What follows belongs to an exercise in optimizing a design on an open flow for small area, a short achievable clock period and few clock cycles; a production flow would make more cautious choices. Only simulation tests tie the RTL to the original design; equivalence was not proved. Power is estimated from default activity; no workload was simulated.

`flow/run.sh`:
```
#!/bin/bash
# synth_recipe.tcl (not shown) runs the flow's synth.tcl, then flattens the netlist and writes it again
# the make line also repeats each setting of config.mk as NAME=value (left out here)
make -C /OpenROAD-flow-scripts/flow DESIGN_CONFIG=/design/flow/config.mk WORK_HOME=/design/flow/orfs CLKGATE_MAP_FILE= SYNTH_SCRIPT=/design/flow/synth_recipe.tcl finish
```
`flow/design.v`:
```
package isa_pkg;
    typedef enum logic [6:0] {
        OP_LOAD  = 7'b0000011,
        OP_STORE = 7'b0100011
    } opcode_e;
    typedef enum logic [2:0] {
        F3_B  = 3'b000,
        F3_H  = 3'b001,
        F3_W  = 3'b010,
        F3_BU = 3'b100,
        F3_HU = 3'b101
    } funct3_e;
endpackage
package lsu_pkg;
    typedef enum logic [1:0] {
        SIZE_B = 2'd0,
        SIZE_H = 2'd1,
        SIZE_W = 2'd2
    } acc_size_e;
    typedef struct packed {
        logic                     is_load;
        logic                     is_signed;
        acc_size_e                size;
        logic [8-1:0] addr;
        logic [3:0]               wmask;
        logic [32-1:0]     wdata;
    } lsu_entry_t;
    typedef enum logic {
        ISSUE_IDLE = 1'b0,
        ISSUE_WAIT = 1'b1
    } issue_state_e;
endpackage
module lsu_decode (
    input  logic                 clk_i,
    input  logic                 rst_n_i,
    input  logic                 req_i,
    input  logic [32-1:0] inst_i,
    input  logic [32-1:0] rs1_i,
    input  logic [32-1:0] rs2_i,
    output logic                 ack_o,
    output logic                 fault_o,
    output logic                 acc_valid_o,
    output lsu_pkg::lsu_entry_t  acc_entry_o,
    input  logic                 acc_full_i
);
    logic                     ack_q;
    logic                     fault_q;
    logic                     is_load;
    logic                     is_store;
    isa_pkg::funct3_e         funct3;
    logic [32-1:0]     imm_i;
    logic [32-1:0]     imm_s;
    logic [32-1:0]     addr_full;
    logic [8-1:0] addr;
    lsu_pkg::acc_size_e       size;
    logic                     is_signed;
    logic                     f3_ok;
    logic                     aligned;
    logic                     legal;
    logic                     accept;
    logic [3:0]               wmask;
    logic [32-1:0]     wdata;
    assign is_load  = inst_i[6:0] == isa_pkg::OP_LOAD;
    assign is_store = inst_i[6:0] == isa_pkg::OP_STORE;
    assign funct3   = isa_pkg::funct3_e'(inst_i[14:12]);
    assign imm_i    = {{20{inst_i[31]}}, inst_i[31:20]};
    assign imm_s    = {{20{inst_i[31]}}, inst_i[31:25], inst_i[11:7]};
    assign addr_full = rs1_i + (is_store ? imm_s : imm_i);
    assign addr      = addr_full[8-1:0];
    always_comb begin
        size      = lsu_pkg::SIZE_W;
        is_signed = 1'b0;
        f3_ok     = 1'b1;
        case (funct3)
            isa_pkg::F3_B: begin
                size      = lsu_pkg::SIZE_B;
                is_signed = 1'b1;
            end
            isa_pkg::F3_H: begin
                size      = lsu_pkg::SIZE_H;
                is_signed = 1'b1;
            end
            isa_pkg::F3_W: size = lsu_pkg::SIZE_W;
            isa_pkg::F3_BU: begin
                size  = lsu_pkg::SIZE_B;
                f3_ok = is_load;
            end
            isa_pkg::F3_HU: begin
                size  = lsu_pkg::SIZE_H;
                f3_ok = is_load;
            end
            default: f3_ok = 1'b0;
        endcase
    end
    always_comb begin
        case (size)
            lsu_pkg::SIZE_H:  aligned = ~addr[0];
            lsu_pkg::SIZE_W:  aligned = addr[1:0] == 2'b00;
            default: aligned = 1'b1;
        endcase
    end
    always_comb begin
        case (size)
            lsu_pkg::SIZE_B: begin
                wmask = 4'b0001 << addr[1:0];
                wdata = {4{rs2_i[7:0]}};
            end
            lsu_pkg::SIZE_H: begin
                wmask = 4'b0011 << {addr[1], 1'b0};
                wdata = {2{rs2_i[15:0]}};
            end
            default: begin
                wmask = 4'b1111;
                wdata = rs2_i;
            end
        endcase
        if (!is_store) begin
            wmask = 4'b0000;
        end
    end
    assign legal = (is_load || is_store) && f3_ok && aligned;
    assign accept = req_i && !ack_q && !acc_full_i;
    assign acc_valid_o           = accept && legal;
    assign acc_entry_o.is_load   = is_load;
    assign acc_entry_o.is_signed = is_signed;
    assign acc_entry_o.size      = size;
    assign acc_entry_o.addr      = addr;
    assign acc_entry_o.wmask     = wmask;
    assign acc_entry_o.wdata     = wdata;
    always_ff @(posedge clk_i) begin
        if (!rst_n_i) begin
            ack_q   <= 1'b0;
            fault_q <= 1'b0;
        end else begin
            fault_q <= accept && !legal;
            if (accept) begin
                ack_q <= 1'b1;
            end else if (!req_i) begin
                ack_q <= 1'b0;
            end
        end
    end
    assign ack_o   = ack_q;
    assign fault_o = fault_q;
endmodule
module lsu_queue (
    input  logic                       clk_i,
    input  logic                       rst_n_i,
    input  logic                       acc_valid_i,
    input  lsu_pkg::lsu_entry_t        acc_entry_i,
    output logic                       acc_full_o,
    output logic                       mem_rd_en_o,
    output logic                       mem_wr_en_o,
    output logic [8-3:0]   mem_addr_o,
    output logic [3:0]                 mem_wmask_o,
    output logic [32-1:0]       mem_wdata_o,
    output logic                       rsp_valid_o,
    output logic                       rsp_is_load_o,
    output logic                       rsp_is_signed_o,
    output lsu_pkg::acc_size_e         rsp_size_o,
    output logic [1:0]                 rsp_offset_o
);
    localparam int DEPTH = 4;
    localparam int PTR_W = $clog2(DEPTH);
    localparam int CNT_W = $clog2(DEPTH + 1);
    localparam logic [PTR_W-1:0] PTR_LAST = DEPTH - 1;
    localparam logic [CNT_W-1:0] CNT_FULL = DEPTH;
    localparam int ENTRY_W = 1 + 1 + 2 + 8 + 4 + 32;
    logic [ENTRY_W-1:0]        q_mem [DEPTH];
    logic [PTR_W-1:0] wr_ptr;
    logic [PTR_W-1:0] rd_ptr;
    logic [CNT_W-1:0] count;
    lsu_pkg::issue_state_e     state;
    lsu_pkg::lsu_entry_t       head;
    logic             empty;
    logic             push;
    logic             pop;
    logic             issue_rd;
    logic             issue_wr;
    function automatic logic [PTR_W-1:0] ptr_next(input logic [PTR_W-1:0] p);
        ptr_next = (p == PTR_LAST) ? '0 : p + 1'b1;
    endfunction
    assign head     = q_mem[rd_ptr];
    assign empty    = count == '0;
    assign acc_full_o = count == CNT_FULL;
    assign push     = acc_valid_i;
    assign issue_rd = (state == lsu_pkg::ISSUE_IDLE) && !empty && head.is_load;
    assign issue_wr = (state == lsu_pkg::ISSUE_IDLE) && !empty && !head.is_load;
    assign pop = issue_wr || (state == lsu_pkg::ISSUE_WAIT);
    always_ff @(posedge clk_i) begin
        if (push) begin
            q_mem[wr_ptr] <= acc_entry_i;
        end
    end
    always_ff @(posedge clk_i) begin
        if (!rst_n_i) begin
            wr_ptr <= '0;
            rd_ptr <= '0;
            count  <= '0;
            state  <= lsu_pkg::ISSUE_IDLE;
        end else begin
            if (push) begin
                wr_ptr <= ptr_next(wr_ptr);
            end
            if (pop) begin
                rd_ptr <= ptr_next(rd_ptr);
            end
            case ({push, pop})
                2'b10:   count <= count + 1'b1;
                2'b01:   count <= count - 1'b1;
                default: count <= count;
            endcase
            case (state)
                lsu_pkg::ISSUE_IDLE: begin
                    if (issue_rd) begin
                        state <= lsu_pkg::ISSUE_WAIT;
                    end
                end
                default: state <= lsu_pkg::ISSUE_IDLE;
            endcase
        end
    end
    assign mem_rd_en_o = issue_rd;
    assign mem_wr_en_o = issue_wr;
    assign mem_addr_o  = head.addr[8-1:2];
    assign mem_wmask_o = head.wmask;
    assign mem_wdata_o = head.wdata;
    assign rsp_valid_o     = state == lsu_pkg::ISSUE_WAIT;
    assign rsp_is_load_o   = head.is_load;
    assign rsp_is_signed_o = head.is_signed;
    assign rsp_size_o      = head.size;
    assign rsp_offset_o    = head.addr[1:0];
endmodule
module lsu_load_align (
    input  logic                 clk_i,
    input  logic                 rst_n_i,
    input  logic                 rsp_valid_i,
    input  logic                 rsp_is_load_i,
    input  logic                 rsp_is_signed_i,
    input  lsu_pkg::acc_size_e   rsp_size_i,
    input  logic [1:0]           rsp_offset_i,
    input  logic [32-1:0] rdata_i,
    output logic                 wb_valid_o,
    output logic [32-1:0] wb_data_o
);
    logic [32-1:0] shifted;
    logic [32-1:0] ext;
    logic                 wb_valid_q;
    logic [32-1:0] wb_data_q;
    logic                 load_rsp;
    assign shifted = rdata_i >> {rsp_offset_i, 3'b000};
    always_comb begin
        case (rsp_size_i)
            lsu_pkg::SIZE_B: begin
                ext = rsp_is_signed_i ? {{24{shifted[7]}}, shifted[7:0]}
                                      : {24'h0, shifted[7:0]};
            end
            lsu_pkg::SIZE_H: begin
                ext = rsp_is_signed_i ? {{16{shifted[15]}}, shifted[15:0]}
                                      : {16'h0, shifted[15:0]};
            end
            default: ext = rdata_i;
        endcase
    end
    assign load_rsp = rsp_valid_i && rsp_is_load_i;
    always_ff @(posedge clk_i) begin
        if (!rst_n_i) begin
            wb_valid_q <= 1'b0;
        end else begin
            wb_valid_q <= load_rsp;
        end
    end
    always_ff @(posedge clk_i) begin
        if (load_rsp) begin
            wb_data_q <= ext;
        end
    end
    assign wb_valid_o = wb_valid_q;
    assign wb_data_o  = wb_data_q;
endmodule
module dmem (
    input  logic                     clk_i,
    input  logic                     rd_en_i,
    input  logic                     wr_en_i,
    input  logic [8-3:0] addr_i,
    input  logic [3:0]               wmask_i,
    input  logic [32-1:0]     wdata_i,
    output logic [32-1:0]     rdata_o
);
    localparam int WORDS = 2 ** (8 - 2);
    logic [32-1:0] mem [WORDS];
    logic [32-1:0] rdata_q;
    always_ff @(posedge clk_i) begin
        if (wr_en_i) begin
            for (int b = 0; b < 4; b++) begin
                if (wmask_i[b]) begin
                    mem[addr_i][8*b +: 8] <= wdata_i[8*b +: 8];
                end
            end
        end
    end
    always_ff @(posedge clk_i) begin
        if (rd_en_i) begin
            rdata_q <= mem[addr_i];
        end
    end
    assign rdata_o = rdata_q;
endmodule
module lsu_top (
    input  logic                 clk_i,
    input  logic                 rst_n_i,
    input  logic                 req_i,
    output logic                 ack_o,
    input  logic [32-1:0] inst_i,
    input  logic [32-1:0] rs1_i,
    input  logic [32-1:0] rs2_i,
    output logic                 wb_valid_o,
    output logic [32-1:0] wb_data_o,
    output logic                 fault_o
);
    logic                     mem_rd_en;
    logic                     mem_wr_en;
    logic [8-3:0] mem_addr;
    logic [3:0]               mem_wmask;
    logic [32-1:0]     mem_wdata;
    logic [32-1:0]     mem_rdata;
    logic                     rsp_valid;
    logic                     rsp_is_load;
    logic                     rsp_is_signed;
    lsu_pkg::acc_size_e                rsp_size;
    logic [1:0]               rsp_offset;
    logic                     acc_valid;
    lsu_pkg::lsu_entry_t               acc_entry;
    logic                     acc_full;
    lsu_decode u_decode (
        .clk_i   (clk_i),
        .rst_n_i (rst_n_i),
        .req_i   (req_i),
        .inst_i  (inst_i),
        .rs1_i   (rs1_i),
        .rs2_i   (rs2_i),
        .ack_o   (ack_o),
        .fault_o (fault_o),
        .acc_valid_o (acc_valid),
        .acc_entry_o (acc_entry),
        .acc_full_i  (acc_full)
    );
    lsu_queue u_queue (
        .clk_i           (clk_i),
        .rst_n_i         (rst_n_i),
        .acc_valid_i     (acc_valid),
        .acc_entry_i     (acc_entry),
        .acc_full_o      (acc_full),
        .mem_rd_en_o     (mem_rd_en),
        .mem_wr_en_o     (mem_wr_en),
        .mem_addr_o      (mem_addr),
        .mem_wmask_o     (mem_wmask),
        .mem_wdata_o     (mem_wdata),
        .rsp_valid_o     (rsp_valid),
        .rsp_is_load_o   (rsp_is_load),
        .rsp_is_signed_o (rsp_is_signed),
        .rsp_size_o      (rsp_size),
        .rsp_offset_o    (rsp_offset)
    );
    lsu_load_align u_align (
        .clk_i           (clk_i),
        .rst_n_i         (rst_n_i),
        .rsp_valid_i     (rsp_valid),
        .rsp_is_load_i   (rsp_is_load),
        .rsp_is_signed_i (rsp_is_signed),
        .rsp_size_i      (rsp_size),
        .rsp_offset_i    (rsp_offset),
        .rdata_i         (mem_rdata),
        .wb_valid_o      (wb_valid_o),
        .wb_data_o       (wb_data_o)
    );
    dmem u_dmem (
        .clk_i   (clk_i),
        .rd_en_i (mem_rd_en),
        .wr_en_i (mem_wr_en),
        .addr_i  (mem_addr),
        .wmask_i (mem_wmask),
        .wdata_i (mem_wdata),
        .rdata_o (mem_rdata)
    );
endmodule
```
`flow/config.mk`:
```
export PLATFORM = sky130hd
export DESIGN_NAME = lsu_top
export DESIGN_NICKNAME = lsu_top
export VERILOG_FILES = /design/flow/design.v
export SDC_FILE = /design/flow/constraint.sdc
export NUM_CORES = 4
export LEC_CHECK = 0
export CAP_MARGIN = 20
export CORE_MARGIN = 2
export CORE_UTILIZATION = 40
export SLEW_MARGIN = 20
```
`flow/constraint.sdc`:
```
create_clock -name core_clock -period 5.0 [get_ports {clk_i}]
set_input_delay 1.0000 -clock core_clock [delete_from_list [all_inputs] [get_ports {clk_i}]]
set_output_delay 1.0000 -clock core_clock [all_outputs]
set_load 0.01 [all_outputs]
```
==> summary.txt <==
==> per-layer routing <==
metal | wire [um] | share of wire, % | global-route usage (%)
met2 | 120000 | 46 | 35.13
met4 | 11070 | 4.3 | 9.728
met5 | 34 | 0.013 | 0
met3 | 22820 | 8.8 | 3.945
met1 | 105500 | 41 | 31.28
==> critical path, stage by stage (launching register included) <==
cell	delay, ps
dfxtp_4	560
mux4_4	960
and3b_4	460
buf_12	240
buf_4	280
a221oi_1	310
a21oi_1	140
nor4_1	910
nand4_1	250
==> state kept, by name (all words and copies together), names as in the netlist, named ones only <==
name and flops:
u_dmem.rdata_q 32, u_dmem.mem 2048, u_queue.wr_ptr 2, u_queue.state 1, u_align.wb_valid_q 1, u_queue.q_mem 192
u_queue.rd_ptr 2, u_decode.ack_q 1, u_queue.count 3, u_decode.fault_q 1, u_align.wb_data_q 32
==> cells in the mapped netlist, types with 11 or more instances <==
| master | number |
|---|---|
| o2bb2ai_1 | 175 |
| nor2_1 | 437 |
| a221o_1 | 55 |
| nand4_1 | 30 |
| o2111ai_1 | 31 |
| ha_1 | 13 |
| mux4_2 | 55 |
| nor4_1 | 30 |
| a21oi_1 | 209 |
| a221oi_1 | 120 |
| clkbuf_1 | 189 |
| mux2i_1 | 395 |
| a22o_1 | 60 |
| a31oi_1 | 109 |
| a22oi_1 | 202 |
| edfxtp_1 | 2304 |
| a21o_1 | 19 |
| inv_1 | 11 |
| mux2_2 | 25 |
| nand2_1 | 349 |
| and2_1 | 13 |
| nor2b_1 | 21 |
| o21ai_0 | 140 |
| dfxtp_1 | 13 |
| buf_2 | 104 |
| buf_1 | 39 |
==> cell families (layout without fill, tap and decap cells) <==
logic type | count (synthesis) | in the layout | share of synthesized area [%]
AO/OA/AOI/OAI | 1166 | 1166 | 9.442
XOR/XNOR | 9 | 9 | 0.08857
adder cells (fa/ha/maj) | 15 | 15 | 0.2277
buffers and inverters | 352 | 964 | 1.698
flip-flops | 2317 | 2317 | 78.02
multiplexers | 479 | 479 | 6.209
other | 0 | 14 | 0
AND/OR/NAND/NOR | 925 | 925 | 4.310
==> cell type report <==
class                      count  area, um2  share of cell area, %
tap                         2975       3722                  3.602
clock buffer                 273       5896                  5.706
inverter                      11      41.29                0.03996
antenna                       14      35.03                0.03390
multi-input combinational   2594      18150                  17.56
sequential                  2317      69450                  67.21
timing repair buffer         548       4802                  4.647
clock inverter               132       1234                  1.194
==> where the power goes <==
group | switching (uW) | internal, uW
Sequential | 3.59 | 21100
Combinational | 167 | 118
Clock | 7150 | 9410
==> per-stage QoR <==
step / power (uW) / hold WS [ps]
after floorplan: 21630 / 464.2
after global placement: 21780 / 485.2
after detailed placement: 21790 / 515.1
after CTS: 38120 / 524.1
after global routing: 38890 / 565.7
final: 37940 / 506.1
==> worst paths after layout <==
path | to
setup / recovery | u_dmem.rdata_q[9]
hold / removal | flip-flop
setup reg to reg | u_dmem.rdata_q[9]
hold reg to reg | flip-flop
==> impl_metrics.csv <==
group,metric,value,unit
sta,worst_pin_slew,1187,ps
route,wire_per_inst,29.26,um
floorplanning,pin_count,134,
sta,finalCriticalPeriod,4492,ps
floorplanning,start_util,40.16,%
placed_design,placed_cell_area,96140,um2
layout,fill_cells,18920,
worst_setup_path,reg2regPathDepth,8,
layout,finalNonFillerCells,8864,
route,drtPass1Iterations,6,
clock_network,holdBufCountCts,0,
logic_synthesis,synth_nets,5377,
floorplanning,core_area,221700,um2
clock_network,cts-root-buf,"clkbuf_16",
sta,skew,43.51,ps
clock_network,cts_tree,"built",
logic_synthesis,synth-edff-count,2304,
worst_setup_path,crit_path_start_kind,"flip-flop",
status,outcome,"no timing/DRC/antenna violations",
grt,grt_first_pass_wirelength,365.1,mm
floorplanning,die_area,226300,um2
sta,fin_setup_tns,0,ps
sta,worst_slack,507.8,ps
placed_design,dp_hpwl,165.7,mm
hold_path,hold_path.class,"reg -> reg",
route,routed_via_density,5.797,
worst_setup_path,worstPathArrival,5030,ps
logic_synthesis,syn_inst,5263,
logic_synthesis,synthesis.area,89010,um2
worst_setup_path,critical_path_class,"reg -> reg",
route,drc_errors,0,
layout,nets,5809,
sta,rsz0062_at_grt,"false",
worst_setup_path,crit_fanout,32,
logic_synthesis,synth_flop_cell,"edfxtp_1",
hold_path,hold_depth,2,
worst_setup_path,cp_data_required_time,5540,ps
clock_network,clk_latency,890,ps
clock_network,cts_resized,0,
sta,hold_viol,0,
layout,final_common_cell,"edfxtp_1",
grt,grt_usage,22.58,%
layout,final_layout_size_suffix_gt1_share,14.76,%
clock_network,h-tree-depth,4,
hold_path,hp-start,"u_queue.rd_ptr[1]",
clock_network,numCtsBuffers,223,
logic_synthesis,synth_seq_area_share,78.02,%
layout,area_delta_synth_final,16.09,%
logic_synthesis,yosysTopAreaCell,"edfxtp_1",
placed_design,portBuffers,100,
layout,fin_area,103300,um2
clock_network,clkSinkCount,2317,
grt,antenna_found_initial,8,
route,wirelength,259.4,mm
clock_network,post-cts-setup-buffers,0,
clock_network,clk_path_buf_depth,3,
worst_setup_path,end_kind,"flip-flop",
logic_synthesis,ys_top_cells_by_area,"edfxtp_1 78%, mux2i_1 4.4%, nor2_1 1.8%",
pwr,power_leakage,0.03314,uW
layout,fin_util,46.62,%
sta,max_freq,222.6,MHz
worst_setup_path,rrSetupSlack,510,ps
floorplanning,rows,173,
floorplanning,die_w,475.7,um
grt,grt_max_degree,88,
logic_synthesis,synthArstFlopShare,0,%
logic_synthesis,yosysUniqueCellTypes,64,
floorplanning,die_height,475.7,um
route,drt_iter0_markers,7127,
sta,relSlewSlack,20.89,%
logic_synthesis,synth_top_area_share,77.73,%
sta,drv_slew,0,
pwr,vdd_drop_max,0.0003370,V
grt,grt_pass1_vias,49550,
logic_synthesis,synth.avg_cell_area,16.91,um2
pwr,p_per_area,367.1,nW/um2
placed_design,place_ws,223.9,ps
sta,fin_crit_sh,89.84,%
placed_design,dp_cells,8444,
route,detail-route-antenna-nets,0,
logic_synthesis,ys_warn_count,4,
layout,final_cell_mix,"2304 x edfxtp_1, 437 x nor2_1, 413 x buf_4, 395 x mux2i_1, 345 x nand2_1",
placed_design,gp_congestion,0.8725,
sta,setup_violations,0,
logic_synthesis,ys_ff_latch,2317,
grt,overflow,0,
clock_network,clkTransAtPathRegs,60,ps
job,drv_cap,0,
route,vias,51380,
Testbench counts, summed over its fixed seeds: cycles 41,619.

## separate check: timing with driven ports
How much do the figures lean on ideal ports? The routed layout below was timed once more, with nothing changed but the port constraints.
Step 1 sets driving cells, clkbuf_16 on the clock port and buf_2 on the other inputs (assumed; they add their load-dependent delay and slew).
Step 2 also shifts input and output timing later by t, the mid clock arrival at the registers, as if the neighbouring blocks saw the same clock.
Slacks: ideal / step 1 / step 2; pairs: ideal / step 1.
t (ns): 0.948
setup slack, ns: 0.508 / 0.508 / 0.219
worst setup path after step 2: input to register
After both steps setup and hold are still met in this run. The setup slack of this run moves by 0.000 ns with the drivers and by -0.289 ns with both steps.
